This design comes from an exercise in tuning for small area and a short achievable clock period on the open sky130 flow, not from production work. Function was checked by simulation only, so behaviour that the tests miss may differ from the original.

File: flow/config.mk
export PLATFORM = sky130hd
export DESIGN_NAME = dcm_top
export DESIGN_NICKNAME = dcm_top
export VERILOG_FILES = /design/flow/design.v
export SDC_FILE = /design/flow/constraint.sdc
export NUM_CORES = 4
export LEC_CHECK = 0
export CAP_MARGIN = 20
export CORE_MARGIN = 2
export CORE_UTILIZATION = 40
export SLEW_MARGIN = 20
File: flow/constraint.sdc
create_clock -name core_clock -period 68.0 [get_ports {clk}]
set_input_delay 13.6000 -clock core_clock [delete_from_list [all_inputs] [get_ports {clk}]]
set_output_delay 13.6000 -clock core_clock [all_outputs]
set_load 0.01 [all_outputs]
File: flow/design.v
package dcm_pkg;
    typedef struct packed {
        logic [7-1:0]   duty;      
        logic [16-1:0] period;    
    } meas_rec_t;
    typedef enum logic [1:0] {
        REG_DATA   = 2'd0,
        REG_STATUS = 2'd1,
        REG_CTRL   = 2'd2
    } reg_addr_t;
endpackage
`timescale 1ns/10ps
module duty_meter (
    input  logic [15:0] rem_in,    
    input  logic [15:0] div_p,     
    input  logic        inc,
    output logic [15:0] rem_out,   
    output logic [3:0]  q          
);
    logic [15:0] r [0:4];
    logic [17:0] s [0:3];
    always_comb begin
        r[0] = rem_in;
        for (int k = 0; k < 4; k++) begin
            s[k] = {1'b0, r[k], 1'b0} + {2'b11, ~div_p} + {17'b0, ~inc};
            q[3-k] = ~s[k][17];
            r[k+1] = s[k][17] ? {r[k][14:0], 1'b0} : s[k][15:0];
        end
        rem_out = r[4];
    end
endmodule
`timescale 1ns/10ps
module dcm_top (
    input  logic        clk,
    input  logic        rst,
    input  logic        sig_in,
    input  logic        wb_cyc,
    input  logic        wb_stb,
    input  logic        wb_we,
    input  logic [1:0]  wb_adr,
    input  logic [31:0] wb_dat_w,
    output logic [31:0] wb_dat_r,
    output logic        wb_ack
);
    localparam int PW = 16;
    localparam int DW = 7;
    localparam int RW = PW + DW;
    localparam int DEPTH = 8;
    logic sig_s1, sig_s2, sig_d;
    always_ff @(posedge clk or negedge rst) begin
        if (!rst) begin
            sig_s1 <= 1'b0;
            sig_s2 <= 1'b0;
            sig_d  <= 1'b0;
        end else begin
            sig_s1 <= sig_in;
            sig_s2 <= sig_s1;
            sig_d  <= sig_s2;
        end
    end
    logic rise;      
    logic pre;       
    assign rise = sig_s2 & ~sig_d;
    assign pre  = sig_s1 & ~sig_s2;
    logic          enable;
    logic          armed;
    logic          push;
    logic [PW-1:0] period_cnt;
    logic [PW-1:0] high_cnt;     
    logic          p_max, h_max;
    logic [PW-1:0] rem4;
    logic [3:0]    qstep;
    logic [3:0]    q_hi;         
    logic [DW-1:0] duty;
    assign p_max = &period_cnt;
    assign h_max = &high_cnt;
    duty_meter u_div (
        .rem_in  (high_cnt),
        .div_p   (period_cnt),
        .inc     (pre & ~p_max),
        .rem_out (rem4),
        .q       (qstep)
    );
    assign duty = {q_hi, qstep[3:1]};
    always_ff @(posedge clk) begin
        q_hi <= qstep;
        if (rise)
            period_cnt <= PW'(1);
        else if (!p_max)
            period_cnt <= period_cnt + 1'b1;
        if (rise)
            high_cnt <= PW'(1);      
        else if (pre)
            high_cnt <= rem4;        
        else if (sig_s2 && !h_max)
            high_cnt <= high_cnt + 1'b1;
    end
    always_ff @(posedge clk or negedge rst) begin
        if (!rst) begin
            armed <= 1'b0;
            push  <= 1'b0;
        end else begin
            armed <= enable & (armed | rise);
            push  <= enable & rise & armed;
        end
    end
    logic [RW-1:0] mem [0:DEPTH-1];
    logic [2:0]    wr_ptr, rd_ptr;
    logic [3:0]    count;
    logic          ovf;
    logic          empty, full;
    logic          pop_q, clr_q;
    logic          wen;
    logic [RW-1:0] head;
    assign empty = (count == 4'd0);
    assign full  = count[3];
    assign wen   = rise & (~full | pop_q);
    always_ff @(posedge clk) begin
        for (int i = 0; i < DEPTH; i++)
            if (wen && wr_ptr == 3'(i))
                mem[i] <= {duty, period_cnt};
    end
    always_comb begin
        head = '0;
        for (int i = 0; i < DEPTH; i++)
            head = head | ({RW{rd_ptr == 3'(i)}} & mem[i]);
    end
    always_ff @(posedge clk or negedge rst) begin
        if (!rst) begin
            wr_ptr <= '0;
            rd_ptr <= '0;
            count  <= '0;
            ovf    <= 1'b0;
        end else begin
            if (push && !full)
                wr_ptr <= wr_ptr + 1'b1;
            if (pop_q)
                rd_ptr <= rd_ptr + 1'b1;
            case ({push && !full, pop_q})
                2'b10:   count <= count + 1'b1;
                2'b01:   count <= count - 1'b1;
                default: count <= count;
            endcase
            if (push && full)
                ovf <= 1'b1;
            else if (clr_q)
                ovf <= 1'b0;
        end
    end
    logic req;
    logic a_data, a_stat, a_ctrl;
    logic [25:0] rd_q;
    assign req    = wb_cyc & wb_stb & ~wb_ack;
    assign a_data = (wb_adr == 2'd0);
    assign a_stat = (wb_adr == 2'd1);
    assign a_ctrl = (wb_adr == 2'd2);
    always_ff @(posedge clk or negedge rst) begin
        if (!rst) begin
            wb_ack <= 1'b0;
            pop_q  <= 1'b0;
            clr_q  <= 1'b0;
            enable <= 1'b0;
        end else begin
            wb_ack <= req;
            pop_q  <= req & ~wb_we & a_data & ~empty;
            clr_q  <= req & wb_we & a_stat & wb_dat_w[8];
            if (req && wb_we && a_ctrl)
                enable <= wb_dat_w[0];
        end
    end
    logic dv;
    assign dv = a_data & ~empty;
    always_ff @(posedge clk) begin
        rd_q[25:10] <= dv ? head[15:0] : 16'd0;                  
        rd_q[9]     <= dv;                                       
        rd_q[8]     <= a_stat & empty;
        rd_q[7]     <= a_stat & ovf;
        rd_q[6:4]   <= dv ? head[22:20] : 3'd0;                  
        rd_q[3:1]   <= dv ? head[19:17] : (a_stat ? count[3:1] : 3'd0);
        rd_q[0]     <= dv ? head[16] : (a_stat ? count[0] : (a_ctrl & enable));
    end
    assign wb_dat_r = {rd_q[25:9], 5'd0, rd_q[8:7], 1'b0, rd_q[6:0]};
endmodule
File: flow/run.sh
#!/bin/bash
# synth_recipe.tcl (not shown) runs the flow's synth.tcl, then flattens the netlist and writes it again
# the make line also repeats each setting of config.mk as NAME=value (left out here)
make -C /OpenROAD-flow-scripts/flow DESIGN_CONFIG=/design/flow/config.mk WORK_HOME=/design/flow/orfs CLKGATE_MAP_FILE= SYNTH_SCRIPT=/design/flow/synth_recipe.tcl finish
==> results.toml, run 1 <==
[outcome]
outcome = "timing/DRC/antenna clean"

[clock_network]
insertion_delay_ns = 0.53
htree_levels = 1
cts_tree = "done"
holdBufCountCts = 0
cts_buffers = 26
clk_path_buf_depth = 3
postCtsSetupBuffers = 0
path_clk_slew_ns = 0.06
cts.repair.resized = 0
clock-sinks = 266
clock-root-buffer = "clkbuf_16"

[yosys]
synth_top_area_cell = "edfxtp_1"
syn-instance-count = 1192
synthTopCellsByCount = "edfxtp_1, a21oi_1, ha_1"
synth_cell_types = 82
ys_async_sr_fraction = 0.0752
ys_seq_area_frac = 0.525
synth_top_family_by_area = "compound AO/OA/AOI/OAI gates"
synthAdderAreaFrac = 0.0777
yosys_warnings = 5
ys.flop_type = "edfxtp_1"
synth.area.mux_share = 0.0440
synth_compound_area_frac = 0.180
yosysMostFrequentCell = "edfxtp_1"
synth.area.top_cells = "edfxtp_1, dfxtp_1, ha_1"
netlist_area_um2 = 13800
synth-edff-count = 184
synth_top_cell_area_share = 0.399
synth.ff_latch_count = 266
synth_simple_gate_area_frac = 0.0963
syn_avg_cell_area_um2 = 11.6
synthXorXnorAreaFrac = 0.0437

[sta]
max_freq_mhz = 66.4
hold_viol = 0
drv_slew = 0
min_period_over_period = 0.221
setup_tns_ns = 0
setup_viol = 0
setup_slack_ns = 52.94
rsz0062_at_grt = "false"
period_minus_slack_ns = 15.06
finalClockSkew_ns = 0.0159
worstMarginPinSlew_ns = 1.06
slew_headroom = 0.283

[cells_and_area]
fin_nets = 1349
antenna_cells = 0
drive_gt1_frac = 0.104
syn_to_final_growth_pct = 12.5

[global_route]
gr-usage-all-layers = 0.189
grt_overflow_total = 0
grt_pass1_vias = 9700
grt_pass1_wl_um = 53700
antenna_found_initial = 0
grt_max_degree = 55

[drt]
drc = 0
via_per_inst = 5.73
drt-pass1-iter-count = 5
vias = 9744
ant_nets = 0
detail_route.wl_per_cell_um = 19.9
routed_wl_um = 33900
dr.first_iter.drc_count = 684

[placed_design]
gp_congestion = 0.843
port_buffers = 36
dp_hpwl_um = 22800
dp_slack_ns = 52.54

[worst_setup_path]
path_delay_family = "buffers and inverters"
r2r_start = "period_cnt[5]$_SDFFE_PP0N_"
critical_path_buf_inv_count = 1
slowest_delay_ns = 0.55
crit_type = "register to primary output"
start_kind = "register"
endpoint_kind = "primary output"
arrival_ns = 1.46
critical_path.cell_chain = "clkdlybuf4s50_1"
cp_max_fo = 1
slowest_stage = "clkdlybuf4s50_1"
cp.required_ns = 54.40
cp-startpoint = "rd_q[24]$_SDFF_PN0_"

[die]
core_um2 = 34300
row_count = 68
initial_core_util = 0.404
dieWidth_um = 190
dieArea_um2 = 36100
die_h_um = 190
num_io_pins = 73

[run]
maxCapViolations = 0

[worst_hold_path]
worstHoldPathType = "register to register"
hp-start = "clr_q$_DFF_PN0_"
==> kinds of logic after synthesis <==
group	count (synthesis)
and+or+nand+nor	266
adders and majority gates	83
DFF	266
other	1
xor gates and xnor gates	69
AOI/OAI and AO/OA	348
buffers and inverters	104
muxes	55
==> state kept, by name, summed over array words and instances (netlist names) <==
register and cells:
push 1, sig_s1 1, sig_s2 1, clr_q 1, period_cnt 16, pop_q 1
rd_q 26, rd_ptr 3, mem 184, enable 1, high_cnt 16, wb_ack 1
q_hi 4, count 4, ovf 1, wr_ptr 3, sig_d 1, armed 1
==> through the flow <==
| step | hold slack, ns | instances | utilization | cell area [µm²] |
|---|---|---|---|---|
| 2_1_floorplan | 0.367 | 1197 | - | 13900 |
| 3_3_place_gp | 0.411 | 1653 | 0.428 | 14700 |
| 3_5_place_dp | 0.411 | 1653 | 0.428 | 14700 |
| 4_1_cts | 0.438 | 1701 | 0.454 | 15600 |
| 5_1_grt | 0.461 | 1701 | 0.454 | 15600 |
| 6_report | 0.435 | 1701 | 0.454 | 15600 |
==> per-layer routing <==
| layer | vias to the layer above | GRT usage | routed length [µm] |
|---|---|---|---|
| met5 | - | 0 | 0 |
| met4 | 0 | 0.0441 | 505 |
| met3 | 35 | 0.0164 | 1560 |
| met2 | 233 | 0.335 | 16900 |
| met1 | 4829 | 0.252 | 14900 |
| li1 | 4647 | - | - |
==> worst paths after layout <==
path                       cells after the start                        end  slack, ns
setup / recovery                               1               wb_dat_r[30]      52.94
hold / removal                                 1            ovf$_DFFE_PN0P_       0.44
setup reg to reg                              43  high_cnt[13]$_SDFFE_PP0P_      54.23
hold reg to reg                                1            ovf$_DFFE_PN0P_       0.44
max in group asynchronous                      1      rd_ptr[2]$_DFFE_PN0P_      53.80
min in group asynchronous                      1      rd_ptr[1]$_DFFE_PN0P_      13.59
==> cells in the final DEF, fill, tap and decap left out, types with 15 or more instances in the layout <==
cell type	count
inv_1	50
nor3_1	22
o21a_1	18
a21o_1	33
nand2_1	55
a31oi_1	16
xnor2_1	48
edfxtp_1	184
nor2_1	71
a222oi_1	33
o21ai_0	47
ha_1	78
buf_4	15
nand3_1	24
clkbuf_16	26
clkdlybuf4s50_1	36
mux2_2	47
a21oi_1	85
dfxtp_1	62
xor2_1	21
o211ai_1	19
dfrtp_1	19
==> cell type report <==
cell class	count	area [µm²]
fillers	3196	18700
multi-input cells	827	6140
well taps	455	569
flip-flops and latches	266	7270
clock inverters	9	168
inverters	54	215
clock buffers	39	739
repair buffers	51	473
==> run 2: changes to the inputs <==
--- a/flow/design.v
+++ b/flow/design.v
@@ -11,5 +11,7 @@
 endpackage
 `timescale 1ns/10ps
-module duty_meter (
+module duty_meter #(
+    parameter int STYLE = 0      
+) (
     input  logic [15:0] rem_in,    
     input  logic [15:0] div_p,     
@@ -19,11 +21,46 @@
 );
     logic [15:0] r [0:4];
-    logic [17:0] s [0:3];
+    logic [15:0] a, b, g, p, gg, pp, c, s;
+    logic        cin;
     always_comb begin
         r[0] = rem_in;
+        cin  = ~inc;
         for (int k = 0; k < 4; k++) begin
-            s[k] = {1'b0, r[k], 1'b0} + {2'b11, ~div_p} + {17'b0, ~inc};
-            q[3-k] = ~s[k][17];
-            r[k+1] = s[k][17] ? {r[k][14:0], 1'b0} : s[k][15:0];
+            a = {r[k][14:0], 1'b0};
+            b = ~div_p;
+            p = a ^ b;
+            g = a & b;
+            g[0] = b[0] & cin;           
+            gg = g;
+            pp = p;
+            if (STYLE == 0) begin
+                for (int l = 0; l < 4; l++)
+                    for (int i = 0; i < 16; i++)
+                        if ((i >> l) & 1) begin
+                            gg[i] = gg[i] | (pp[i] & gg[((i >> l) << l) - 1]);
+                            pp[i] = pp[i] & pp[((i >> l) << l) - 1];
+                        end
+            end else if (STYLE == 1) begin
+                for (int l = 0; l < 4; l++)
+                    for (int i = 0; i < 16; i++)
+                        if ((i % (2 << l)) == (2 << l) - 1) begin
+                            gg[i] = gg[i] | (pp[i] & gg[i - (1 << l)]);
+                            pp[i] = pp[i] & pp[i - (1 << l)];
+                        end
+                for (int l = 2; l >= 0; l--)
+                    for (int i = 0; i < 16; i++)
+                        if ((i % (2 << l)) == (1 << l) - 1 && i >= (2 << l)) begin
+                            gg[i] = gg[i] | (pp[i] & gg[i - (1 << l)]);
+                            pp[i] = pp[i] & pp[i - (1 << l)];
+                        end
+            end else begin
+                for (int i = 1; i < 16; i++) begin
+                    gg[i] = gg[i] | (pp[i] & gg[i - 1]);
+                end
+            end
+            c = {gg[14:0], cin};
+            s = p ^ c;
+            q[3-k] = r[k][15] | gg[15];
+            r[k+1] = q[3-k] ? s : a;
         end
         rem_out = r[4];
@@ -75,5 +112,5 @@
     assign p_max = &period_cnt;
     assign h_max = &high_cnt;
-    duty_meter u_div (
+    duty_meter #(.STYLE(0)) u_div (
         .rem_in  (high_cnt),
         .div_p   (period_cnt),
==> flow/flow/run.sh (new file) <==
#!/bin/bash
# Standard ORFS layout with plain buffers on the ports instead of the delay
# buffers buffer_ports picks by default. Every tool's output is kept in a log
# file in the work folder.
set -euo pipefail
export BUFFER_PORTS_ARGS="-buffer_cell sky130_fd_sc_hd__buf_2"
bash standard.sh > standard.log 2>&1
==> flow/standard.sh (new file) <==
#!/bin/bash
# synth_recipe.tcl (not shown) runs the flow's synth.tcl, then flattens the netlist and writes it again
# the make line also repeats each setting of config.mk as NAME=value (left out here)
make -C /OpenROAD-flow-scripts/flow DESIGN_CONFIG=/design/flow/config.mk WORK_HOME=/design/flow/orfs CLKGATE_MAP_FILE= SYNTH_SCRIPT=/design/flow/synth_recipe.tcl "${@:-finish}"
removed: flow/run.sh
==> run 2 against run 1 <==
Against the previous run:
- still clean
- first-iteration DRC count is 1.3% higher
- core utilization is 0.57 points lower
- routed wire length is 8.4% lower
- clock skew is 0.0060 ns higher
- synthesized cell count is 10% lower
- hold slack worse by 0.025 ns
- register-to-register slack worse by 0.29 ns
- count of clock-buffer cells in the layout is 2 lower
- critical path depth stayed put
- highest routed layer unchanged
==> results.toml, run 2 <==
[outcome]
outcome = "timing/DRC/antenna clean"

[placed_design]
dp_slack_ns = 53.31
dp_hpwl_um = 19800
placed_cells = 1518
port_buffers = 36
gp_congestion = 0.837

[cells_and_area]
syn_to_final_growth_pct = 11.0
antenna_cells = 0
reg_top3 = "mem: 184 flops, rd_q: 26 flops"
drive_gt1_frac = 0.109
top_register = "mem"
fin_nets = 1236
fin_cells = 1566
final_common_cell = "edfxtp_1"
largest_register_ff_count = 184
mostFrequentLayoutCells = "edfxtp_1, ha_1, dfxtp_1"

[worst_setup_path]
path_delay_family = "flip-flops"
cp.required_ns = 54.40
arrival_ns = 1.05
start_kind = "register"
slowest_stage = "dfrtp_1"
cp_max_fo = 3
critical_path_buf_inv_count = 1
endpoint_kind = "primary output"
critical_path.cell_chain = "buf_2"
slowest_delay_ns = 0.39
crit_type = "register to primary output"

[yosys]
yosysMostFrequentCell = "edfxtp_1"
ys_seq_area_frac = 0.554
synth.ff_latch_count = 266
syn-instance-count = 1070
yosys_warnings = 4
synthTopCellsByCount = "edfxtp_1, ha_1, dfxtp_1"
synth_cell_types = 70
synth-edff-count = 184
synth_top_area_cell = "edfxtp_1"
ys.flop_type = "edfxtp_1"
syn_avg_cell_area_um2 = 12.3
synth_top_cell_area_share = 0.421
ys_async_sr_fraction = 0.0752
netlist_area_um2 = 13100
synth.area.top_cells = "edfxtp_1, dfxtp_1, ha_1"

[global_route]
grt_overflow_total = 0
grt_pass1_vias = 8400
gr-usage-all-layers = 0.181
grt_max_degree = 42
antenna_found_initial = 0
grt_pass1_wl_um = 47800

[sta]
hold_viol = 0
slew_headroom = 0.388
setup_slack_ns = 53.35
rsz0062_at_grt = "false"
setup_tns_ns = 0
max_freq_mhz = 68.2
finalClockSkew_ns = 0.0219
worstMarginPinSlew_ns = 0.898
drv_slew = 0
min_period_over_period = 0.215
setup_viol = 0
period_minus_slack_ns = 14.65

[drt]
via_per_inst = 5.58
detail_route.wl_per_cell_um = 19.8
vias = 8736
ant_nets = 0
drc = 0
dr.first_iter.drc_count = 693
routed_wl_um = 31100
drt-pass1-iter-count = 5

[die]
dieArea_um2 = 34300
dieWidth_um = 185
core_um2 = 32500
die_h_um = 185
initial_core_util = 0.404
row_count = 66
num_io_pins = 73

[clock_network]
cts_buffers = 27
postCtsSetupBuffers = 0
clock-root-buffer = "clkbuf_16"
insertion_delay_ns = 0.53
cts_tree = "done"
cts.repair.resized = 0
holdBufCountCts = 0
clk_path_buf_depth = 3
clock-sinks = 266
path_clk_slew_ns = 0.06
htree_levels = 1

[run]
maxCapViolations = 0

[worst_hold_path]
worstHoldPathType = "register to register"
==> run 2: worst paths after layout <==
check | startpoint | to | slack (ns) | cells past startpoint
setup reg to reg | period_cnt[2]$_SDFFE_PP0P_ | high_cnt[10]$_SDFFE_PP0P_ | 53.94 | 45
hold reg to reg | sig_s1$_DFF_PN0_ | sig_s2$_DFF_PN0_ | 0.41 | 0
min in group asynchronous | rst | rd_ptr[2]$_DFFE_PN0P_ | 13.04 | 1
hold / removal | sig_s1$_DFF_PN0_ | sig_s2$_DFF_PN0_ | 0.41 | 0
max in group asynchronous | rst | ovf$_DFFE_PN0P_ | 54.63 | 1
setup / recovery | wb_ack$_DFF_PN0_ | wb_ack | 53.35 | 1
==> run 2: area by class of cell <==
class | count | area, µm²
Clock inverter | 11 | 58.8
Sequential cell | 266 | 7270
Multi-Input combinational cell | 701 | 5450
Tap cell | 442 | 553
Inverter | 59 | 221
Clock buffer | 37 | 723
Fill cell | 2974 | 17900
Timing Repair Buffer | 50 | 285
==> run 2: metrics by stage <==
stage / utilization / area (µm²) / hold slack, ns
after floorplan: - / 13100 / 0.368
after global placement: 0.424 / 13800 / 0.396
after detailed placement: 0.424 / 13800 / 0.394
after CTS: 0.448 / 14600 / 0.411
after global routing: 0.448 / 14600 / 0.428
final: 0.448 / 14600 / 0.410
==> run 2: logic make-up after synthesis <==
logic type / synth area share
fa+ha+maj: 0.0965
simple gates: 0.0860
flops: 0.554
other cells: 0.000286
mux: 0.0354
xor+xnor: 0.0381
buf+inv: 0.0336
compound gates: 0.156
==> run 2: layer usage <==
| layer | global-route usage | vias to the layer above | share of wire |
|---|---|---|---|
| li1 | - | 4173 | - |
| met2 | 0.318 | 196 | 0.49 |
| met3 | 0.0222 | 38 | 0.045 |
| met4 | 0.0362 | 0 | 0.017 |
| met1 | 0.240 | 4329 | 0.45 |
| met5 | 0 | - | 0 |
==> run 3: changes to the inputs <==
--- a/flow/design.v
+++ b/flow/design.v
@@ -112,5 +112,5 @@
     assign p_max = &period_cnt;
     assign h_max = &high_cnt;
-    duty_meter #(.STYLE(0)) u_div (
+    duty_meter #(.STYLE(1)) u_div (
         .rem_in  (high_cnt),
         .div_p   (period_cnt),
==> run 3 against run 2 <==
Against the previous run:
- still clean on timing, DRC and antenna
- worst setup slack got worse by 0.024 ns
- core utilization rose by 0.45 points
- first-iteration DRC count rose by 2.0%
- fmax fell by 0.16%
- die area rose by 1.0%
- clock skew rose by 0.0010 ns
- design area rose by 1.5%
- non-clock buffer count rose by 5
- register-to-register slack improved by 1.7 ns
- critical path type unchanged
==> results.toml, run 3 <==
[cells_and_area]
syn_to_final_growth_pct = 11.5
antenna_cells = 0
fin_util = 0.453
final_common_cell = "edfxtp_1"
final_area_um2 = 14800
largest_register_ff_count = 184
top_register = "mem"
mostFrequentLayoutCells = "edfxtp_1, ha_1, dfxtp_1"
reg_top3 = "mem: 184 flops, rd_q: 26 flops"
fin_cells = 1554
fin_nets = 1240
drive_gt1_frac = 0.115
multiInputGateArea_um2 = 5560
n_fill_cell = 2972
ff_latch_area_um2 = 7270

[yosys]
netlist_area_um2 = 13300
ys_seq_area_frac = 0.548
synth.area.top_cells = "edfxtp_1, dfxtp_1, ha_1"
synth_cell_types = 64
synth-edff-count = 184
yosysMostFrequentCell = "edfxtp_1"
syn_avg_cell_area_um2 = 12.6
yosys_warnings = 4
ys.flop_type = "edfxtp_1"
synthTopCellsByCount = "edfxtp_1, ha_1, dfxtp_1"
synth.ff_latch_count = 266
synth_top_cell_area_share = 0.417
syn-instance-count = 1052
ys_async_sr_fraction = 0.0752
synth_top_area_cell = "edfxtp_1"

[worst_hold_path]
hold_path_depth = 0
worstHoldPathType = "register to register"
hp-start = "sig_s1$_DFF_PN0_"
whs_endpoint = "sig_s2$_DFF_PN0_"

[sta]
hold_viol = 0
setup_slack_ns = 53.32
worstMarginPinSlew_ns = 0.931
min_period_over_period = 0.216
period_minus_slack_ns = 14.68
finalClockSkew_ns = 0.0229
max_freq_mhz = 68.1
setup_tns_ns = 0
rsz0062_at_grt = "false"
setup_viol = 0
drv_slew = 0
slew_headroom = 0.378
hold_ws_ns = 0.403

[global_route]
grt_pass1_wl_um = 47800
grt_max_degree = 37
grt_pass1_vias = 8339
antenna_found_initial = 0
gr-usage-all-layers = 0.180
grt_overflow_total = 0

[drt]
ant_nets = 0
dr.first_iter.drc_count = 707
drc = 0
routed_wl_um = 30800
detail_route.wl_per_cell_um = 19.8
drt-pass1-iter-count = 8
vias = 8573
via_per_inst = 5.52

[clock_network]
clock-root-buffer = "clkbuf_16"
htree_levels = 1
postCtsSetupBuffers = 0
insertion_delay_ns = 0.54
clk_path_buf_depth = 3
holdBufCountCts = 0
cts.repair.resized = 0
path_clk_slew_ns = 0.06
clock-sinks = 266
cts_buffers = 27
cts_tree = "done"

[die]
num_io_pins = 73
core_um2 = 32600
dieWidth_um = 186
die_h_um = 186
dieArea_um2 = 34600
initial_core_util = 0.406
row_count = 66

[worst_setup_path]
r2r_start = "period_cnt[2]$_SDFFE_PP0P_"
cp.required_ns = 54.40
slowest_stage = "dfrtp_1"
critical_path.cell_chain = "buf_2"
critical_path_buf_inv_count = 1
r2r_slack_ns = 55.64
r2r_cells = 45
slowest_delay_ns = 0.39
r2r_end = "high_cnt[6]$_SDFFE_PP0P_"
path_delay_family = "flip-flops"
start_kind = "register"
arrival_ns = 1.08
cp_max_fo = 3
endpoint_kind = "primary output"
crit_type = "register to primary output"

[run]
maxCapViolations = 0

[outcome]
outcome = "timing/DRC/antenna clean"

[placed_design]
gp_congestion = 0.841
dp_slack_ns = 53.17
post_dp_cell_area_um2 = 13900
placed_cells = 1506
dp_hpwl_um = 20100
port_buffers = 36
-- run 3: cell count changes after synthesis, moves of 6 or more --
cell      change
a21o_1       +13
and4_1        +7
o311ai_1      -6
fa_1         +16
a21oi_1       -6
a222oi_1     -14
nor2_1       -15
nor3_1       -15
a22oi_1       +8
nand2_1      -15
-- run 3: logic make-up (layout without fill, tap and decap cells) --
kind of cell | count (synthesis) | after routing | share of synthesized area
compound gates | 263 | 263 | 0.143
xor+xnor | 51 | 51 | 0.0337
fa+ha+maj | 107 | 107 | 0.120
buf+inv | 112 | 167 | 0.0349
flops | 266 | 266 | 0.548
mux | 48 | 48 | 0.0384
other cells | 1 | 6 | 0.000283
simple gates | 204 | 204 | 0.0818
-- run 3: per-layer routing --
layer  wire length (µm)  up-vias  track usage  share of wire
li1                   -     4093            -              -
met3               1570       32       0.0239          0.051
met5                  0        -            0              0
met1              13800     4256        0.244           0.45
met2              15000      192        0.310           0.49
met4                431        0       0.0350          0.014
-- run 3: worst max path at each step --
stage                          start                  end  slack [ns]  cells after the start
floorplan                  wb_adr[0]  rd_q[18]$_SDFF_PN0_       53.47                      4
global placement           wb_adr[1]  rd_q[10]$_SDFF_PN0_       53.18                      4
detailed placement         wb_adr[1]  rd_q[10]$_SDFF_PN0_       53.17                      4
CTS                 wb_ack$_DFF_PN0_               wb_ack       53.31                      1
global route        wb_ack$_DFF_PN0_               wb_ack       53.28                      1
finish              wb_ack$_DFF_PN0_               wb_ack       53.32                      1
-- run 3: final cells by class --
| cell class | count | share of cell area |
|---|---|---|
| clock buffer | 36 | 0.0500 |
| clock inverter | 12 | 0.00661 |
| inverter | 64 | 0.0163 |
| multi-input combinational | 679 | 0.376 |
| sequential | 266 | 0.492 |
| tap | 442 | 0.0374 |
| timing repair buffer | 55 | 0.0218 |
==> run 4: changes to the inputs <==
--- a/flow/design.v
+++ b/flow/design.v
@@ -112,5 +112,5 @@
     assign p_max = &period_cnt;
     assign h_max = &high_cnt;
-    duty_meter #(.STYLE(1)) u_div (
+    duty_meter #(.STYLE(0)) u_div (
         .rem_in  (high_cnt),
         .div_p   (period_cnt),
--- a/flow/config.mk
+++ b/flow/config.mk
@@ -8,4 +8,5 @@
 export CAP_MARGIN = 20
 export CORE_MARGIN = 2
-export CORE_UTILIZATION = 40
+export CORE_UTILIZATION = 60
+export PLACE_DENSITY = 0.72
 export SLEW_MARGIN = 20
==> run 4 against run 3 <==
Against the previous run:
- via count increased by 2.9%
- first-iteration DRC count increased by 9.8%
- die area decreased by 33%
- register-to-register slack got worse by 1.4 ns
- synthesized cell count increased by 1.7%
==> results.toml, run 4 <==
[sta]
hold_viol = 0
drv_slew = 0
hold_ws_ns = 0.393
finalClockSkew_ns = 0.00667
setup_viol = 0
slew_headroom = 0.263
max_freq_mhz = 68.3
setup_tns_ns = 0
worstMarginPinSlew_ns = 1.11
min_period_over_period = 0.215
setup_slack_ns = 53.35
rsz0062_at_grt = "false"
period_minus_slack_ns = 14.65

[worst_setup_path]
path_delay_family = "flip-flops"
r2r_slack_ns = 54.20
slowest_stage = "dfrtp_1"
slowest_delay_ns = 0.39
crit_type = "register to primary output"
cp_max_fo = 3
arrival_ns = 1.05
start_kind = "register"
critical_path.cell_chain = "buf_2"
cp.required_ns = 54.40
critical_path_buf_inv_count = 1
endpoint_kind = "primary output"

[yosys]
yosysMostFrequentCell = "edfxtp_1"
synth.area.top_cells = "edfxtp_1, dfxtp_1, ha_1"
synthTopCellsByCount = "edfxtp_1, ha_1, dfxtp_1"
syn_avg_cell_area_um2 = 12.3
netlist_area_um2 = 13100
yosys_warnings = 4
synth-edff-count = 184
synth.ff_latch_count = 266
synth_top_cell_area_share = 0.421
ys.flop_type = "edfxtp_1"
ys_async_sr_fraction = 0.0752
synth_cell_types = 70
ys_seq_area_frac = 0.554
synth_top_area_cell = "edfxtp_1"
syn-instance-count = 1070

[die]
initial_core_util = 0.607
dieWidth_um = 152
die_h_um = 152
row_count = 54
num_io_pins = 73
dieArea_um2 = 23100
core_um2 = 21600

[drt]
dr.first_iter.drc_count = 776
detail_route.wl_per_cell_um = 21.2
via_per_inst = 6.27
drc = 0
routed_wl_um = 29800
vias = 8821
ant_nets = 0
drt-pass1-iter-count = 7

[cells_and_area]
fin_nets = 1237
largest_register_ff_count = 184
reg_top3 = "mem: 184 flops, rd_q: 26 flops"
syn_to_final_growth_pct = 10.4
mostFrequentLayoutCells = "edfxtp_1, ha_1, dfxtp_1"
final_common_cell = "edfxtp_1"
n_fill_cell = 1623
antenna_cells = 0
drive_gt1_frac = 0.115
top_register = "mem"

[clock_network]
clk_path_buf_depth = 3
clock-root-buffer = "clkbuf_16"
postCtsSetupBuffers = 0
cts_buffers = 27
htree_levels = 1
path_clk_slew_ns = 0.06
insertion_delay_ns = 0.52
clock-sinks = 266
cts_tree = "done"
cts.repair.resized = 0
holdBufCountCts = 0

[placed_design]
dp_hpwl_um = 19100
dp_slack_ns = 52.86
gp_congestion = 0.850
port_buffers = 36

[global_route]
grt_overflow_total = 0
grt_pass1_wl_um = 47200
antenna_found_initial = 0
grt_pass1_vias = 8724
gr-usage-all-layers = 0.256
grt_max_degree = 42

[outcome]
outcome = "timing/DRC/antenna clean"

[worst_hold_path]
worstHoldPathType = "register to register"

[run]
maxCapViolations = 0
## run 4: metrics by stage
stage	std cells	util	area (µm²)
3_3_place_gp	1357	0.628	13600
4_1_cts	1406	0.670	14500
5_1_grt	1406	0.670	14500
6_report	1406	0.670	14500
2_1_floorplan	1075	-	13100
3_5_place_dp	1357	0.628	13600
## run 4: logic make-up after synthesis
logic type / synth area share
other: 0.000286
and+or+nand+nor: 0.0860
adders and majority gates: 0.0965
buffers and inverters: 0.0336
muxes: 0.0354
AOI/OAI and AO/OA: 0.156
xor gates and xnor gates: 0.0381
DFF: 0.554
## run 4: path summary, 6_finish.rpt
kind                                             from                        end  depth (start not counted)
max                                  wb_ack$_DFF_PN0_                     wb_ack                          1
min                                  sig_s1$_DFF_PN0_           sig_s2$_DFF_PN0_                          0
max reg2reg                period_cnt[4]$_SDFFE_PP0P_  high_cnt[10]$_SDFFE_PP0P_                         46
min reg2reg                          sig_s1$_DFF_PN0_           sig_s2$_DFF_PN0_                          0
max in group asynchronous                         rst            sig_d$_DFF_PN0_                          1
min in group asynchronous                         rst      rd_ptr[1]$_DFFE_PN0P_                          1
## run 4: layout make-up
class	count	area (µm²)	area share
clock buffers	40	774	0.0535
multi-input cells	701	5440	0.376
repair buffers	51	293	0.0202
inverters	59	221	0.0153
well taps	280	350	0.0242
clock inverters	9	133	0.00916
flip-flops and latches	266	7270	0.502
## run 4: per-layer routing
| metal | share of wire | track usage |
|---|---|---|
| met1 | 0.42 | 0.346 |
| met2 | 0.50 | 0.447 |
| met3 | 0.063 | 0.0319 |
| met4 | 0.016 | 0.0601 |
| met5 | 0 | 0 |
==> run 5: changes to the inputs <==
--- a/flow/config.mk
+++ b/flow/config.mk
@@ -8,5 +8,8 @@
 export CAP_MARGIN = 20
 export CORE_MARGIN = 2
-export CORE_UTILIZATION = 60
-export PLACE_DENSITY = 0.72
+export CORE_UTILIZATION = 55
+export CTS_BUF_LIST = sky130_fd_sc_hd__clkbuf_16
+export CTS_CLUSTER_DIAMETER = 120
+export CTS_CLUSTER_SIZE = 24
+export PLACE_DENSITY = 0.68
 export SLEW_MARGIN = 20
==> run 5 against run 4 <==
Against the previous run:
- area after synthesis unchanged
- first-iteration DRC count is 10% higher
- fmax about the same
- critical endpoint unchanged
- global-route usage fell by 1.9 points
- sequential share of layout area rose by 1.5 points
==> results.toml, run 5 <==
[worst_setup_path]
critical_path_buf_inv_count = 1
crit_type = "register to primary output"
slowest_delay_ns = 0.41
cp.required_ns = 54.40
arrival_ns = 1.06
cp_max_fo = 3
start_kind = "register"
slowest_stage = "dfrtp_1"
path_delay_family = "flip-flops"
endpoint_kind = "primary output"
critical_path.cell_chain = "buf_2"

[drt]
routed_wl_um = 29500
via_per_inst = 6.11
drc = 0
drt-pass1-iter-count = 6
vias = 8703
detail_route.wl_per_cell_um = 20.7
ant_nets = 0
dr.first_iter.drc_count = 855

[outcome]
outcome = "timing/DRC/antenna clean"

[sta]
slew_headroom = 0.266
setup_viol = 0
period_minus_slack_ns = 14.66
max_freq_mhz = 68.2
finalClockSkew_ns = 0.0321
drv_slew = 0
worstMarginPinSlew_ns = 1.10
min_period_over_period = 0.216
hold_ws_ns = 0.428
hold_viol = 0
rsz0062_at_grt = "false"
setup_tns_ns = 0

[cells_and_area]
drive_gt1_frac = 0.0959
mostFrequentLayoutCells = "edfxtp_1, ha_1, inv_1"
final_common_cell = "edfxtp_1"
final_area_um2 = 14100
top_register = "mem"
largest_register_ff_count = 184
reg_top3 = "mem: 184 flops, rd_q: 26 flops"
antenna_cells = 0
syn_to_final_growth_pct = 7.28
fin_util = 0.599
fin_nets = 1227

[die]
num_io_pins = 73
row_count = 56
dieArea_um2 = 25100
dieWidth_um = 158
core_um2 = 23500
die_h_um = 158
initial_core_util = 0.559

[placed_design]
port_buffers = 36
dp_hpwl_um = 19200
gp_congestion = 0.834
post_dp_cell_area_um2 = 13600

[global_route]
grt_pass1_wl_um = 45600
grt_max_degree = 42
grt_pass1_vias = 8288
antenna_found_initial = 0
grt_overflow_total = 0
gr-usage-all-layers = 0.237

[yosys]
synth_cell_types = 70
synthXorXnorAreaFrac = 0.0381
ys_async_sr_fraction = 0.0752
synth.ff_latch_count = 266
synth.area.mux_share = 0.0354
syn_avg_cell_area_um2 = 12.3
synth-edff-count = 184
synth.area.top_cells = "edfxtp_1, dfxtp_1, ha_1"
synth_top_family_by_area = "compound AO/OA/AOI/OAI gates"
netlist_area_um2 = 13100
ys.flop_type = "edfxtp_1"
yosys_warnings = 4
synth_compound_area_frac = 0.156
synth_top_cell_area_share = 0.421
synth_top_area_cell = "edfxtp_1"
synthTopCellsByCount = "edfxtp_1, ha_1, dfxtp_1"
synthAdderAreaFrac = 0.0965
yosysMostFrequentCell = "edfxtp_1"
synth_simple_gate_area_frac = 0.0860
syn-instance-count = 1070
ys_seq_area_frac = 0.554

[worst_hold_path]
worstHoldPathType = "register to register"

[clock_network]
cts_tree = "done"
path_clk_slew_ns = 0.11
cts.repair.resized = 0
clk_path_buf_depth = 3
cts_buffers = 15
clock-root-buffer = "clkbuf_16"
htree_levels = 1
clock-sinks = 266
insertion_delay_ns = 0.50
postCtsSetupBuffers = 0
holdBufCountCts = 0

[run]
maxCapViolations = 0
[run 5: path summary, 6_finish.rpt]
check / end / cells past startpoint / start / slack [ns]
worst max-delay path: wb_ack / 1 / wb_ack$_DFF_PN0_ / 53.34
worst min-delay path: sig_s2$_DFF_PN0_ / 0 / sig_s1$_DFF_PN0_ / 0.43
worst max register to register: high_cnt[15]$_SDFFE_PP0P_ / 45 / period_cnt[2]$_SDFFE_PP0P_ / 54.10
worst min register to register: sig_s2$_DFF_PN0_ / 0 / sig_s1$_DFF_PN0_ / 0.43
max in group asynchronous: wr_ptr[1]$_DFFE_PN0P_ / 1 / rst / 54.63
min in group asynchronous: rd_ptr[2]$_DFFE_PN0P_ / 1 / rst / 13.04
[run 5: routing by layer]
layer | up-vias | part of all wire | track usage
li1 | 4142 | - | -
met1 | 4287 | 0.44 | 0.321
met2 | 238 | 0.49 | 0.411
met3 | 36 | 0.051 | 0.0267
met4 | 0 | 0.019 | 0.0609
met5 | - | 0 | 0
[run 5: layout make-up]
class / instances / area, µm²
Inverter: 59 / 221
Clock inverter: 11 / 63.8
Sequential cell: 266 / 7270
Timing Repair Buffer: 53 / 308
Clock buffer: 15 / 375
Multi-Input combinational cell: 701 / 5440
Fill cell: 1933 / 9400
Tap cell: 319 / 399
[run 5: kinds of logic (layout without fill, tap and decap cells)]
logic type                 count (synthesis)  count (layout)
and+or+nand+nor                          233             233
xor gates and xnor gates                  57              57
buffers and inverters                    108             138
adders and majority gates                 91              91
AOI/OAI and AO/OA                        271             271
DFF                                      266             266
muxes                                     43              43
other                                      1               6
[run 5: per-stage QoR]
stage                     setup slack, ns  cells
after global placement              53.33   1398
final                               53.34   1424
after floorplan                     53.52   1075
after detailed placement            53.33   1398
after global routing                53.17   1424
after CTS                           53.33   1424
==> run 6: changes to the inputs <==
--- a/flow/design.v
+++ b/flow/design.v
@@ -11,58 +11,38 @@
 endpackage
 `timescale 1ns/10ps
-module duty_meter #(
-    parameter int STYLE = 0      
-) (
+module duty_meter (
     input  logic [15:0] rem_in,    
     input  logic [15:0] div_p,     
     input  logic        inc,
+    input  logic        dec,       
     output logic [15:0] rem_out,   
-    output logic [3:0]  q          
+    output logic [2:0]  q          
 );
-    logic [15:0] r [0:4];
+    logic [15:0] r [0:3];
     logic [15:0] a, b, g, p, gg, pp, c, s;
     logic        cin;
     always_comb begin
         r[0] = rem_in;
-        cin  = ~inc;
-        for (int k = 0; k < 4; k++) begin
+        cin  = ~inc & ~dec;
+        for (int k = 0; k < 3; k++) begin
             a = {r[k][14:0], 1'b0};
             b = ~div_p;
             p = a ^ b;
             g = a & b;
-            g[0] = b[0] & cin;           
+            g[0] = dec | (b[0] & cin);
             gg = g;
             pp = p;
-            if (STYLE == 0) begin
-                for (int l = 0; l < 4; l++)
-                    for (int i = 0; i < 16; i++)
-                        if ((i >> l) & 1) begin
-                            gg[i] = gg[i] | (pp[i] & gg[((i >> l) << l) - 1]);
-                            pp[i] = pp[i] & pp[((i >> l) << l) - 1];
-                        end
-            end else if (STYLE == 1) begin
-                for (int l = 0; l < 4; l++)
-                    for (int i = 0; i < 16; i++)
-                        if ((i % (2 << l)) == (2 << l) - 1) begin
-                            gg[i] = gg[i] | (pp[i] & gg[i - (1 << l)]);
-                            pp[i] = pp[i] & pp[i - (1 << l)];
-                        end
-                for (int l = 2; l >= 0; l--)
-                    for (int i = 0; i < 16; i++)
-                        if ((i % (2 << l)) == (1 << l) - 1 && i >= (2 << l)) begin
-                            gg[i] = gg[i] | (pp[i] & gg[i - (1 << l)]);
-                            pp[i] = pp[i] & pp[i - (1 << l)];
-                        end
-            end else begin
-                for (int i = 1; i < 16; i++) begin
-                    gg[i] = gg[i] | (pp[i] & gg[i - 1]);
-                end
-            end
+            for (int l = 0; l < 4; l++)
+                for (int i = 0; i < 16; i++)
+                    if ((i >> l) & 1) begin
+                        gg[i] = gg[i] | (pp[i] & gg[((i >> l) << l) - 1]);
+                        pp[i] = pp[i] & pp[((i >> l) << l) - 1];
+                    end
             c = {gg[14:0], cin};
             s = p ^ c;
-            q[3-k] = r[k][15] | gg[15];
-            r[k+1] = q[3-k] ? s : a;
-        end
-        rem_out = r[4];
+            q[2-k] = r[k][15] | gg[15];
+            r[k+1] = q[2-k] ? s : a;
+        end
+        rem_out = r[3];
     end
 endmodule
@@ -104,32 +84,40 @@
     logic          push;
     logic [PW-1:0] period_cnt;
-    logic [PW-1:0] high_cnt;     
+    logic [PW-1:0] high_cnt;
     logic          p_max, h_max;
-    logic [PW-1:0] rem4;
-    logic [3:0]    qstep;
-    logic [3:0]    q_hi;         
+    logic [PW-1:0] p_inc, h_inc;    
+    logic [PW-1:0] rem_q;           
+    logic [PW-1:0] rem_in, div_p, rem3;
+    logic          div_inc, div_dec;
+    logic [2:0]    qstep;
+    logic [2:0]    q_a, q_b;        
+    logic          p_two;
     logic [DW-1:0] duty;
     assign p_max = &period_cnt;
     assign h_max = &high_cnt;
-    duty_meter #(.STYLE(0)) u_div (
-        .rem_in  (high_cnt),
-        .div_p   (period_cnt),
-        .inc     (pre & ~p_max),
-        .rem_out (rem4),
+    assign p_inc = p_max ? period_cnt : period_cnt + 1'b1;
+    assign h_inc = (sig_s2 && !h_max) ? high_cnt + 1'b1 : high_cnt;
+    always_comb begin
+        div_p   = p_inc;
+        div_dec = rise & ~p_max;
+        div_inc = ~rise & ~pre & ~&p_inc;
+        rem_in  = (rise | pre) ? rem_q : h_inc;
+    end
+    duty_meter u_div (
+        .rem_in  (rem_in),
+        .div_p   (div_p),
+        .inc     (div_inc),
+        .dec     (div_dec),
+        .rem_out (rem3),
         .q       (qstep)
     );
-    assign duty = {q_hi, qstep[3:1]};
+    assign p_two = (period_cnt == PW'(2));
+    assign duty  = p_two ? DW'(64) : {q_b, q_a, qstep[2]};
     always_ff @(posedge clk) begin
-        q_hi <= qstep;
-        if (rise)
-            period_cnt <= PW'(1);
-        else if (!p_max)
-            period_cnt <= period_cnt + 1'b1;
-        if (rise)
-            high_cnt <= PW'(1);      
-        else if (pre)
-            high_cnt <= rem4;        
-        else if (sig_s2 && !h_max)
-            high_cnt <= high_cnt + 1'b1;
+        rem_q <= rem3;
+        q_a   <= qstep;
+        q_b   <= q_a;
+        period_cnt <= rise ? PW'(1) : p_inc;
+        high_cnt   <= rise ? PW'(1) : h_inc;    
     end
     always_ff @(posedge clk or negedge rst) begin
==> run 6 against run 5 <==
Against the previous run:
- design area shrank 0.17%
- routed wire length shrank 11%
- synthesized cell count shrank 5.0%
- final cell count shrank 3.5%
- critical endpoint is now rd_q[10]$_SDFF_PN0_
==> results.toml, run 6 <==
[global_route]
grt_pass1_wl_um = 41700
grt_max_degree = 62
grt_pass1_vias = 7725
grt_overflow_total = 0
antenna_found_initial = 0
gr-usage-all-layers = 0.216

[die]
core_um2 = 23400
dieWidth_um = 158
dieArea_um2 = 25100
die_h_um = 158
num_io_pins = 73
row_count = 56
initial_core_util = 0.559

[sta]
period_minus_slack_ns = 14.63
finalClockSkew_ns = 0.0183
hold_viol = 0
drv_slew = 0
rsz0062_at_grt = "false"
setup_slack_ns = 53.37
min_period_over_period = 0.215
setup_tns_ns = 0
hold_ws_ns = 0.376
max_freq_mhz = 68.4
setup_viol = 0
worstMarginPinSlew_ns = 1.07
slew_headroom = 0.287

[drt]
top_layer = "met4"
drt-pass1-iter-count = 5
drc = 0
wl_met2_um = 13200
vias = 7943
wl_met3_um = 1000
ant_nets = 0
routed_wl_um = 26400
wl_met1_um = 11900
detail_route.wl_per_cell_um = 19.2
dr.first_iter.drc_count = 534
via_per_inst = 5.78

[yosys]
yosysMostFrequentCell = "edfxtp_1"
synth.ff_latch_count = 284
ys_async_sr_fraction = 0.0704
netlist_area_um2 = 13100
synth_cell_types = 65
syn-instance-count = 1016
yosys_warnings = 4
synth.area.top_cells = "edfxtp_1, dfxtp_1, mux2_2"
synth_top_area_cell = "edfxtp_1"
synth_top_cell_area_share = 0.422
ys.flop_type = "edfxtp_1"
synth-edff-count = 184
syn_avg_cell_area_um2 = 12.9
ys_seq_area_frac = 0.583
synthTopCellsByCount = "edfxtp_1, dfxtp_1, mux2_2"

[outcome]
outcome = "timing/DRC/antenna clean"

[cells_and_area]
syn_to_final_growth_pct = 7.29
fin_nets = 1161
drive_gt1_frac = 0.158
n_fill_cell = 1928
final_common_cell = "edfxtp_1"
top_register = "mem"
ff_latch_area_um2 = 7630
final_area_um2 = 14000
largest_register_ff_count = 184
fin_cells = 1374
multiInputGateArea_um2 = 5180
mostFrequentLayoutCells = "edfxtp_1, dfxtp_1, mux2_2"
reg_top3 = "mem: 184 flops, rd_q: 26 flops"
antenna_cells = 0
fin_util = 0.600

[clock_network]
insertion_delay_ns = 0.49
holdBufCountCts = 0
cts_tree = "done"
cts_buffers = 15
cts.repair.resized = 0
clk_path_buf_depth = 3
path_clk_slew_ns = 0.09
clock-root-buffer = "clkbuf_16"
postCtsSetupBuffers = 0
htree_levels = 1
clock-sinks = 284

[worst_setup_path]
endpoint_kind = "register"
cp.required_ns = 68.37
cp_max_fo = 21
arrival_ns = 15.00
start_kind = "input pin"
crit_type = "input pin to register"

[placed_design]
dp_hpwl_um = 17300
gp_congestion = 0.837
port_buffers = 36
placed_cells = 1349
dp_slack_ns = 52.84
post_dp_cell_area_um2 = 13600

[run]
maxCapViolations = 0

[worst_hold_path]
worstHoldPathType = "register to register"
-- run 6: changes by cell type after synthesis, sizes merged, moves of 17 or more --
cell,before,now
a21oi,62,36
a221oi,18,1
a222oi,51,23
a22oi,2,23
dfxtp,62,80
inv,59,33
mux2,17,84
-- run 6: logic make-up after synthesis --
group	share of synthesized area
and+or+nand+nor	0.0928
xor gates and xnor gates	0.0381
muxes	0.0850
AOI/OAI and AO/OA	0.0990
adders and majority gates	0.0782
buffers and inverters	0.0241
other	0.000286
DFF	0.583
-- run 6: final cells by class --
class,count,share of cell area
clock buffer,16,0.0285
clock inverter,9,0.00240
inverter,33,0.00882
multi-input combinational,663,0.368
sequential,284,0.543
tap,319,0.0284
timing repair buffer,50,0.0203
-- run 6: critical path: stages --
cell	delay, ns
buf_2	0.15
or3_1	0.81
a31oi_1	0.42
-- run 6: worst paths after layout --
kind	slack, ns	startpoint	end	cells after the start
setup / recovery	53.37	wb_adr[1]	rd_q[10]$_SDFF_PN0_	3
hold / removal	0.38	q_a[1]$_DFF_P_	q_b[1]$_DFF_P_	0
setup reg to reg	56.25	period_cnt[5]$_SDFF_PP0_	rem_q[15]$_DFF_P_	37
hold reg to reg	0.38	q_a[1]$_DFF_P_	q_b[1]$_DFF_P_	0
max in group asynchronous	54.62	rst	rd_ptr[2]$_DFFE_PN0P_	1
min in group asynchronous	13.05	rst	rd_ptr[1]$_DFFE_PN0P_	1
-- run 6: per-layer routing --
layer	vias to the layer above	global-route usage
met5	-	0
met3	24	0.0231
met1	3914	0.291
met4	0	0.0412
li1	3855	-
met2	150	0.384
==> run 7: changes to the inputs <==
==> flow/flow/run.sh (replaced) <==
#!/bin/bash
# Standard ORFS layout with plain buffers on the ports instead of the delay
# buffers buffer_ports picks by default, and with the timing repair steps
# asked for extra setup slack. Every tool's output is kept in a log file in
# the work folder.
set -euo pipefail
export BUFFER_PORTS_ARGS="-buffer_cell sky130_fd_sc_hd__buf_2"
export SETUP_SLACK_MARGIN=53.6
bash standard.sh > standard.log 2>&1
==> run 7 against run 6 <==
Against the previous run:
- still clean on timing, DRC and antenna
- final cell count hardly changed
- flip-flop and latch count unchanged
- first-iteration DRC count up 9.7%
- routed wire length up 0.27%
- count of clock-buffer cells in the layout stayed put
- via count rose by 0.16%
- critical path type is now register to primary output
- largest cell class unchanged
==> results.toml, run 7 <==
[global_route]
grt_overflow_total = 0
gr-usage-all-layers = 0.216
grt_pass1_vias = 7733
grt_pass1_wl_um = 41700
antenna_found_initial = 0
grt_max_degree = 62

[cells_and_area]
mostFrequentLayoutCells = "edfxtp_1, mux2_2, dfxtp_1"
final_common_cell = "edfxtp_1"
top_register = "mem"
fin_nets = 1162
final_area_um2 = 14100
antenna_cells = 0
multiInputGateArea_um2 = 5180
drive_gt1_frac = 0.170
reg_top3 = "mem: 184 flops, rd_q: 26 flops"
ff_latch_area_um2 = 7640
n_fill_cell = 1906
syn_to_final_growth_pct = 8.02
largest_register_ff_count = 184
fin_cells = 1375

[worst_hold_path]
hp-start = "q_a[1]$_DFF_P_"
worstHoldPathType = "register to register"

[sta]
rsz0062_at_grt = "true"
hold_viol = 0
setup_viol = 0
setup_tns_ns = 0
max_freq_mhz = 68.5
worstMarginPinSlew_ns = 0.836
drv_slew = 0
slew_headroom = 0.441
period_minus_slack_ns = 14.60
finalClockSkew_ns = 0.0182
min_period_over_period = 0.215

[drt]
routed_wl_um = 26500
drt-pass1-iter-count = 7
vias = 7956
dr.first_iter.drc_count = 586
ant_nets = 0
drc = 0
detail_route.wl_per_cell_um = 19.3
via_per_inst = 5.79

[clock_network]
htree_levels = 1
path_clk_slew_ns = 0.09
cts_tree = "done"
insertion_delay_ns = 0.49
clock-root-buffer = "clkbuf_16"
cts_buffers = 15
clk_path_buf_depth = 3
clock-sinks = 284

[yosys]
synth_top_cell_area_share = 0.422
synth.ff_latch_count = 284
syn_avg_cell_area_um2 = 12.9
synth_cell_types = 65
yosys_warnings = 4
ys.flop_type = "edfxtp_1"
synth-edff-count = 184
ys_seq_area_frac = 0.583
netlist_area_um2 = 13100
synth.area.top_cells = "edfxtp_1, dfxtp_1, mux2_2"
synthTopCellsByCount = "edfxtp_1, dfxtp_1, mux2_2"
ys_async_sr_fraction = 0.0704
yosysMostFrequentCell = "edfxtp_1"
syn-instance-count = 1016
synth_top_area_cell = "edfxtp_1"

[worst_setup_path]
crit_type = "register to primary output"
critical_path.cell_chain = "buf_2"
start_kind = "register"
slowest_delay_ns = 0.38
cp-startpoint = "wb_ack$_DFF_PN0_"
cp.required_ns = 54.40
path_delay_family = "flip-flops"
critical_path_buf_inv_count = 1
endpoint_kind = "primary output"
slowest_stage = "dfrtp_1"
r2r_start = "period_cnt[5]$_SDFF_PP0_"
cp_max_fo = 2
arrival_ns = 1.00

[outcome]
outcome = "timing/DRC/antenna clean"

[die]
num_io_pins = 73
dieWidth_um = 158
core_um2 = 23400
die_h_um = 158
dieArea_um2 = 25100
row_count = 56
initial_core_util = 0.559

[placed_design]
port_buffers = 36
dp_hpwl_um = 17300
placed_cells = 1349
post_dp_cell_area_um2 = 13600
gp_congestion = 0.837

[run]
maxCapViolations = 0
## run 7: cell counts after synthesis
No cell type changed its count.
## run 7: through the flow
stage                     hold slack, ns  utilization  setup slack (ns)
final                              0.376        0.604             53.40
after global routing               0.386        0.604             53.34
after CTS                          0.375        0.602             53.39
after detailed placement           0.355        0.582             52.84
after global placement             0.363        0.582             52.88
after floorplan                    0.323            -             53.61
## run 7: cell families (layout without fill, tap and decap cells)
logic type	Yosys count	in the layout	synth area share
muxes	98	98	0.0850
xor gates and xnor gates	57	57	0.0381
DFF	284	284	0.583
and+or+nand+nor	244	244	0.0928
AOI/OAI and AO/OA	184	184	0.0990
other	1	6	0.000286
adders and majority gates	74	74	0.0782
buffers and inverters	74	109	0.0241
## run 7: worst paths after layout
kind	cells past startpoint	slack [ns]	endpoint
max	1	53.40	wb_ack
min	0	0.38	q_b[1]$_DFF_P_
max reg2reg	37	56.22	rem_q[15]$_DFF_P_
min reg2reg	0	0.38	q_b[1]$_DFF_P_
max in group asynchronous	1	54.62	rd_ptr[2]$_DFFE_PN0P_
min in group asynchronous	1	13.05	rd_ptr[1]$_DFFE_PN0P_
## run 7: final cells by class
type	instances	share of cell area
Sequential cell	284	0.540
Inverter	33	0.00876
Clock inverter	9	0.00239
Clock buffer	16	0.0283
Timing Repair Buffer	51	0.0256
Tap cell	319	0.0282
Multi-Input combinational cell	663	0.366
## run 7: per-layer routing
layer	up-vias	GRT usage	share of wire
met3	22	0.0231	0.037
li1	3857	-	-
met5	-	0	0
met1	3927	0.291	0.45
met2	150	0.384	0.50
met4	0	0.0416	0.012
## run 7: what timing repair did
item	CTS	global route
endpoints found under the setup margin	47	27
resized for setup	12	12
buffers inserted	1	0
hold buffers	0	0
## run 7: worst reg2reg max path, delay by kind of cell (launching register included)
kind / cells / cell delay, ns
AO/OA/AOI/OAI: 14 / 4.06
AND/OR/NAND/NOR: 13 / 3.90
adder cells (fa/ha/maj): 4 / 1.44
multiplexers: 2 / 0.75
flip-flops: 1 / 0.63
buffers and inverters: 3 / 0.61
XOR/XNOR: 1 / 0.28
==> run 8: changes to the inputs <==
==> flow/flow/run.sh (replaced) <==
#!/bin/bash
# Standard ORFS layout with plain buffers on the ports instead of the delay
# buffers buffer_ports picks by default. Every tool's output is kept in a log
# file in the work folder.
set -euo pipefail
export BUFFER_PORTS_ARGS="-buffer_cell sky130_fd_sc_hd__buf_2"
bash standard.sh > standard.log 2>&1
==> flow/config.mk (replaced) <==
export PLATFORM = sky130hd
export DESIGN_NAME = dcm_top
export DESIGN_NICKNAME = dcm_top
export VERILOG_FILES = /design/flow/design.v
export SDC_FILE = /design/flow/constraint.sdc
export NUM_CORES = 4
export LEC_CHECK = 0
export CAP_MARGIN = 0
export CORE_MARGIN = 2
export CORE_UTILIZATION = 65
export CTS_BUF_LIST = sky130_fd_sc_hd__clkbuf_16
export CTS_CLUSTER_DIAMETER = 150
export CTS_CLUSTER_SIZE = 30
export PLACE_DENSITY = 0.78
export SLEW_MARGIN = 0
==> run 8 against run 7 <==
Against the previous run:
- worst setup slack got worse by 0.041 ns
- routed wire length down 4.0%
- register-to-register slack gained 0.15 ns
- still clean
- flip-flop and latch count is the same
- count of clock-buffer cells in the layout fell by 3
- design area decreased by 1.7%
- first-iteration DRC count shrank 12%
- critical path depth is the same
- critical endpoint unchanged
- clock skew grew 0.0054 ns
- core utilization up 11 points
- largest cell class unchanged
- hold slack barely moved
==> results.toml, run 8 <==
[die]
die_h_um = 146
dieArea_um2 = 21300
row_count = 51
core_um2 = 19600
initial_core_util = 0.668
dieWidth_um = 146
num_io_pins = 73

[worst_hold_path]
hold_path_depth = 0
hp-start = "q_a[1]$_DFF_P_"
whs_endpoint = "q_b[1]$_DFF_P_"
worstHoldPathType = "register to register"

[clock_network]
insertion_delay_ns = 0.48
clock-root-buffer = "clkbuf_16"
clock-sinks = 284
cts_buffers = 13
holdBufCountCts = 0
postCtsSetupBuffers = 0
cts_tree = "done"
cts.repair.resized = 0
htree_levels = 1
clk_path_buf_depth = 3
path_clk_slew_ns = 0.11

[worst_setup_path]
endpoint_kind = "primary output"
critical_path.cell_chain = "buf_2"
r2r_slack_ns = 56.37
r2r_end = "rem_q[2]$_DFF_P_"
cp.required_ns = 54.40
r2r_start = "period_cnt[5]$_SDFF_PP0_"
path_delay_family = "flip-flops"
cp_max_fo = 3
r2r_cells = 36
crit_type = "register to primary output"
arrival_ns = 1.04
slowest_delay_ns = 0.41
slowest_stage = "dfrtp_1"
start_kind = "register"
critical_path_buf_inv_count = 1

[sta]
min_period_over_period = 0.215
hold_viol = 0
rsz0062_at_grt = "false"
setup_viol = 0
finalClockSkew_ns = 0.0236
drv_slew = 0
worstMarginPinSlew_ns = 1.13
max_freq_mhz = 68.3
slew_headroom = 0.245
hold_ws_ns = 0.376
period_minus_slack_ns = 14.64
setup_tns_ns = 0

[yosys]
syn-instance-count = 1016
yosys_warnings = 4
ys_async_sr_fraction = 0.0704
synth.area.top_cells = "edfxtp_1, dfxtp_1, mux2_2"
ys.flop_type = "edfxtp_1"
netlist_area_um2 = 13100
synthTopCellsByCount = "edfxtp_1, dfxtp_1, mux2_2"
synth_cell_types = 65
yosysMostFrequentCell = "edfxtp_1"
synth-edff-count = 184
ys_seq_area_frac = 0.583
synth_top_area_cell = "edfxtp_1"
synth_top_cell_area_share = 0.422
synth.ff_latch_count = 284
syn_avg_cell_area_um2 = 12.9

[run]
maxCapViolations = 0

[placed_design]
placed_cells = 1294
port_buffers = 36
gp_congestion = 0.831
post_dp_cell_area_um2 = 13500
dp_hpwl_um = 16700

[drt]
via_per_inst = 6.05
drc = 0
vias = 7952
routed_wl_um = 25400
ant_nets = 0
drt-pass1-iter-count = 7
detail_route.wl_per_cell_um = 19.3
dr.first_iter.drc_count = 517

[global_route]
grt_max_degree = 62
grt_overflow_total = 0
grt_pass1_wl_um = 41000
grt_pass1_vias = 7803
gr-usage-all-layers = 0.243
antenna_found_initial = 0

[cells_and_area]
reg_top3 = "mem: 184 flops, rd_q: 26 flops"
n_fill_cell = 1404
fin_cells = 1315
top_register = "mem"
largest_register_ff_count = 184
syn_to_final_growth_pct = 6.17
final_area_um2 = 13900
final_common_cell = "edfxtp_1"
fin_nets = 1158
drive_gt1_frac = 0.153
mostFrequentLayoutCells = "edfxtp_1, dfxtp_1, mux2_2"
antenna_cells = 0

[outcome]
outcome = "timing/DRC/antenna clean"
[run 8: changes by cell type in the layout (fill, tap and decap cells not counted), moves of 2 or more]
cell | before | now
and3_1 | 12 | 14
buf_6 | 11 | 0
dfxtp_1 | 69 | 80
buf_4 | 15 | 13
buf_2 | 25 | 36
and3_2 | 2 | 0
dfxtp_2 | 11 | 0
inv_1 | 41 | 39
clkbuf_16 | 16 | 13
[run 8: area by class of cell]
class | count | area (µm²) | area share
sequential | 284 | 7630 | 0.549
multi-input combinational | 663 | 5170 | 0.372
tap | 265 | 332 | 0.0239
clock buffer | 13 | 325 | 0.0234
timing repair buffer | 49 | 278 | 0.0200
inverter | 33 | 124 | 0.00891
clock inverter | 8 | 42.5 | 0.00306
[run 8: how the worst max path moves through the flow]
stage | startpoint | endpoint | depth (start not counted)
after floorplan | wb_adr[1] | rd_q[17]$_SDFF_PN0_ | 3
after global placement | wb_adr[1] | rd_q[10]$_SDFF_PN0_ | 3
after detailed placement | wb_adr[1] | rd_q[10]$_SDFF_PN0_ | 3
after CTS | wb_ack$_DFF_PN0_ | wb_ack | 1
after global routing | wb_adr[1] | pop_q$_DFF_PN0_ | 3
final | wb_ack$_DFF_PN0_ | wb_ack | 1
[run 8: cell families (layout without fill, tap and decap cells)]
family / after synthesis / in the layout / share of synthesized area
flip-flops: 284 / 284 / 0.583
AND/OR/NAND/NOR: 244 / 244 / 0.0928
AO/OA/AOI/OAI: 184 / 184 / 0.0990
multiplexers: 98 / 98 / 0.0850
adder cells (fa/ha/maj): 74 / 74 / 0.0782
buffers and inverters: 74 / 103 / 0.0241
XOR/XNOR: 57 / 57 / 0.0381
other: 1 / 6 / 0.000286
[run 8: metrics by stage]
step                      utilization  worst slack [ns]
after global placement          0.691             52.94
after floorplan                     -             53.61
after detailed placement        0.691             52.94
after global routing            0.710             53.31
after CTS                       0.710             53.35
final                           0.710             53.36
[run 8: metal layers]
metal / share of wire / global-route usage / vias up
met1: 0.44 / 0.332 / 3884
met2: 0.49 / 0.422 / 207
met4: 0.017 / 0.0593 / 0
li1: - / - / 3829
met3: 0.052 / 0.0254 / 32
met5: 0 / 0 / -

## afterwards: timing with drivers on the ports
How much do the figures lean on ideal ports? The routed layouts below were timed once more, with nothing changed but the port constraints.
Step 1 (the two cells are an assumption about what drives the block):
set clk [get_ports {clk}]
set_driving_cell -lib_cell sky130_fd_sc_hd__clkbuf_16 $clk
set_driving_cell -lib_cell sky130_fd_sc_hd__buf_2 [delete_from_list [all_inputs] $clk]
Step 2 moves the port delays by t, midway between the first and last clock arrival at a register: inputs arrive t later, outputs are due t later. That takes back most of the time a late clock gives input paths.
a / b / c = ideal ports / drivers / drivers and shift; a / b = the first two.
run | shift t [ns] | slack for setup (ns) | worst setup path at the end
run 1 | 0.570 | 52.939 / 52.893 / 52.529 | input to register
run 2 | 0.568 | 53.348 / 53.299 / 53.287 | input to register
run 3 | 0.574 | 53.324 / 53.274 / 53.190 | input to register
run 4 | 0.566 | 53.352 / 53.301 / 53.072 | input to register
run 5 | 0.533 | 53.343 / 53.298 / 53.321 | input to register
run 6 | 0.527 | 53.372 / 53.339 / 52.875 | input to register
run 7 | 0.526 | 53.404 / 53.356 / 53.269 | input to register
run 8 | 0.518 | 53.363 / 53.317 / 52.870 | input to register
After both steps setup and hold are still met in every run listed. For run 6, which loses most, drivers alone change the setup slack by -0.033 ns; drivers and shift together by -0.497 ns.
